From an optimization exercise on the open Yosys and OpenROAD flow, aimed at small area, a short achievable clock period and few clock cycles per item; shortcuts taken in it are not production practice.
Only simulation tests tie the RTL to the original design; equivalence was not proved.

==> run D: inputs <==
Design adaptive_step_length_controller, start of the top module:
module adaptive_step_length_controller (
    input  logic                             aclk,
    input  logic                             aresetn,
    input  logic                             s_tvalid,
    output logic                             s_tready,
    input  logic [aslc_pkg::S_TDATA_W-1:0]   s_tdata,
    input  logic                             s_tuser,
    output logic                             m_tvalid,
    input  logic                             m_tready,
    output logic [aslc_pkg::M_TDATA_W-1:0]   m_tdata,
    output logic                             m_tlast,
    input  logic                             cfg_valid,
    output logic                             cfg_ready,
    input  logic [aslc_pkg::CFG_IDX_W-1:0]   cfg_index,
    input  logic [aslc_pkg::CFG_DATA_W-1:0]  cfg_data
);
    function automatic logic [24:0] booth(input logic [15:0] f);
        logic [17:0] e;
        e = {1'b0, f, 1'b0};
        for (int k = 0; k < 8; k++) begin
            booth[k]      = e[2*k+2];
            booth[8 + k]  = e[2*k+1] ^ e[2*k];
            booth[16 + k] = (e[2*k+2] & ~e[2*k+1] & ~e[2*k]) |
                            (~e[2*k+2] & e[2*k+1] & e[2*k]);
        end
        booth[24] = f[15];
    endfunction
    logic [31:0]       c_floor, c_ceil, c_thr;
    logic [15:0]       c_rise, c_drop, c_iter;
    logic [46:0]       c_eps;
    logic signed [8:0] c_streak;
    assign cfg_ready = 1'b1;
    always_ff @(posedge aclk) begin
        if (!aresetn) begin
            c_floor  <= RST_MIN_LENGTH;
            c_ceil   <= RST_MAX_LENGTH;
            c_rise   <= RST_RISE_FACTOR;
            c_drop   <= RST_DROP_FACTOR;
            c_eps    <= RST_EPSILON;
            c_thr    <= RST_CHANGE_THR;
            c_streak <= STREAK_NONE;
            c_iter   <= RST_MAX_ITER;
        end else if (cfg_valid) begin
            case (cfg_index)
  ...
==> flow/config.mk <==
export PLATFORM = sky130hd
export DESIGN_NAME = adaptive_step_length_controller
export DESIGN_NICKNAME = adaptive_step_length_controller
export VERILOG_FILES = /design/flow/design.v
export SDC_FILE = /design/flow/constraint.sdc
export NUM_CORES = 4
export LEC_CHECK = 0
export CAP_MARGIN = 60
export CORE_MARGIN = 2
export CORE_UTILIZATION = 40
export SLEW_MARGIN = 60
==> flow/constraint.sdc <==
create_clock -name core_clock -period 18.0 [get_ports {aclk}]
set_input_delay 3.6000 -clock core_clock [delete_from_list [all_inputs] [get_ports {aclk}]]
set_output_delay 3.6000 -clock core_clock [all_outputs]
set_load 0.01 [all_outputs]
standard.sh (not shown) runs the stock make flow with config.mk's settings and CLKGATE_MAP_FILE= SYNTH_SCRIPT=/design/flow/synth_recipe.tcl, a recipe that flattens the netlist after the stock synthesis.
==> flow/flow/run.sh <==
#!/bin/bash
# The standard layout (the standard.sh, standard synthesis included), with
# two changes: the buffers that placement puts on every input and output port
# are sky130_fd_sc_hd__buf_2 instead of the resizer's default choice, and
# timing repair aims for 10 ns of setup slack at the design's clock period.
set -euo pipefail
bash standard.sh 'BUFFER_PORTS_ARGS=-buffer_cell sky130_fd_sc_hd__buf_2' SETUP_SLACK_MARGIN=10 finish > standard_flow.log 2>&1
==> run G (differences from run D) <==
--- a/flow/design.v
+++ b/flow/design.v
@@ -1137,10 +1137,36 @@
             booth[16 + k] = (e[2*k+2] & ~e[2*k+1] & ~e[2*k]) |
                             (~e[2*k+2] & e[2*k+1] & e[2*k]);
         end
         booth[24] = f[15];
     endfunction
+    function automatic logic [32:0] bk_add(input logic [31:0] a, input logic [31:0] b,
+                                           input logic cin);
+        logic [31:0] g, p, gg, pp;
+        g  = a & b;
+        p  = a ^ b;
+        gg = g;
+        pp = p;
+        gg[0] = g[0] | (p[0] & cin);
+        for (int d = 1; d < 32; d = d * 2) begin
+            for (int i = 2 * d - 1; i < 32; i = i + 2 * d) begin
+                gg[i] = gg[i] | (pp[i] & gg[i - d]);
+                pp[i] = pp[i] & pp[i - d];
+            end
+        end
+        for (int d = 8; d >= 1; d = d / 2) begin
+            for (int i = 3 * d - 1; i < 32; i = i + 2 * d) begin
+                gg[i] = gg[i] | (pp[i] & gg[i - d]);
+                pp[i] = pp[i] & pp[i - d];
+            end
+        end
+        bk_add[0]  = p[0] ^ cin;
+        for (int i = 1; i < 32; i++) begin
+            bk_add[i] = p[i] ^ gg[i - 1];
+        end
+        bk_add[32] = gg[31];
+    endfunction
     logic [31:0]       c_floor, c_ceil, c_thr;
     logic [15:0]       c_rise, c_drop, c_iter;
     logic [46:0]       c_eps;
     logic signed [8:0] c_streak;
     assign cfg_ready = 1'b1;
@@ -1215,14 +1241,14 @@
     logic        done_early, done_rise, done;
     logic signed [8:0] streak_inc;
     assign in_valid_nx  = take || (in_valid && !fire);
     assign out_valid_nx = fire || (out_valid && !m_tready);
     assign upd_acc = !i_op || (st_active && !i_chg_le && i_better);
-    assign tsum   = {1'b0, st_total} + {1'b0, st_len};
+    assign tsum   = bk_add(st_total, st_len, 1'b0);
     assign t_sat  = tsum[32] ? '1 : tsum[31:0];
-    assign t_left = {1'b0, c_ceil} - {1'b0, t_sat};
-    assign t_gt   = t_left[32];
+    assign t_left = bk_add(c_ceil, ~t_sat, 1'b1);
+    assign t_gt   = !t_left[32];
     assign k_rise = !st_tot ? c_ceil : (t_gt ? '0 : t_left[31:0]);
     assign len_lt_ceil = st_len < c_ceil;
     assign len_eq_ceil = st_len == c_ceil;
     assign len_gt_ceil = !len_lt_ceil && !len_eq_ceil;
     assign grow_ok     = st_strict || len_lt_ceil;
Settings changed: CAP_MARGIN 60 to 20, CORE_UTILIZATION 40 to 55, SLEW_MARGIN 60 to 20.
==> notes.md <==
Of run G and run D, run D has the higher worst hold slack (gap 0.0072 ns). In run G the wire length is smaller than in run D, by 5.4%. Of run G and run D, run G has the higher register-to-register slack (gap 0.02 ns). Between run G and run D, the lower die area is in run G (gap 29%, measured against run D). Between run D and run G, the lower clock-buffer cell count is in run G (gap 12). Against run D, the design area of run G is lower by about 4%. Of run D and run G, run G has the higher sequential share of layout area (gap 0.88 points).
==> figures <==
Clock network area share: run D 3.381%; run G 3.680%
Synthesized-area fraction occupied by and/or/nand/nor cells: run D 14.67%; run G 13.65%
Outcome: run D finished clean; run G finished clean
Mean number of vias per cell: run D 5.758; run G 6.204
Endpoint type of the worst setup path: run D flop; run G primary output
Global-route wire length before repair: run D 286500 microns; run G 272200 microns
Cell Area, Placed: run D 54550 sq um; run G 52230 sq um
Total number of vias: run D 45460; run G 44700
Post-synthesis sequential area ratio: run D 22.42%; run G 23.04%
Metal2 WL: run D 86410 microns; run G 83100 microns
Worst hold start: run D c_thr[30]; run G c_thr[26]
Cell with the largest stage delay on the worst path: run D sky130_fd_sc_hd__fa_1; run G sky130_fd_sc_hd__or2_2
Fill cells: run D 12610; run G 8115
Total wire length: run D 192700 microns; run G 182300 microns
Mux share of post-synthesis cell area: run D 2.445%; run G 2.691%
GRT met2 Usage: run D 46.30%; run G 61.77%
Crit path top cell by count: run D sky130_fd_sc_hd__fa_1; run G sky130_fd_sc_hd__buf_2
Adder-cell area share of the yosys netlist: run D 23.36%; run G 25.18%
Initial Util: run D 40.20%; run G 55.36%
Multi-input gate share of total cell area: run D 63.03%; run G 63.01%
Testbench counts of run D, summed over its fixed seeds: cycles 8,582, items 8,246.
Testbench counts of run G, summed over its fixed seeds: cycles 8,582, items 8,246.

## port drivers added, routing unchanged
In the flow no input, the clock included, has a driving cell. The finished layouts below were timed again as built, in two steps. Step 1: set_driving_cell puts a clkbuf_16 on aclk and a buf_2 on each other input, an assumption about the parent block. Step 2, shift: input delay + t, output delay - t, t = (earliest + latest rising clock arrival at the registers) / 2. This alone moves slack from input paths to output paths. Slacks: ideal ports / drivers / drivers and shift; pairs: ideal ports / drivers.
| run | t, ns | setup slack, ns | hold WS [ns] | latest minus earliest clock arrival (ns) |
|---|---|---|---|---|
| run D | 0.735 | 10.203 / 10.181 / 10.181 | 0.461 / 0.461 / 0.461 | 0.054 / 0.054 |
| run G | 0.747 | 10.181 / 10.157 / 10.157 | 0.454 / 0.454 / 0.454 | 0.024 / 0.024 |
After both steps every run listed still meets setup and hold. The setup slack of run G, which loses most, moves by -0.024 ns with the drivers and by -0.024 ns with both steps.
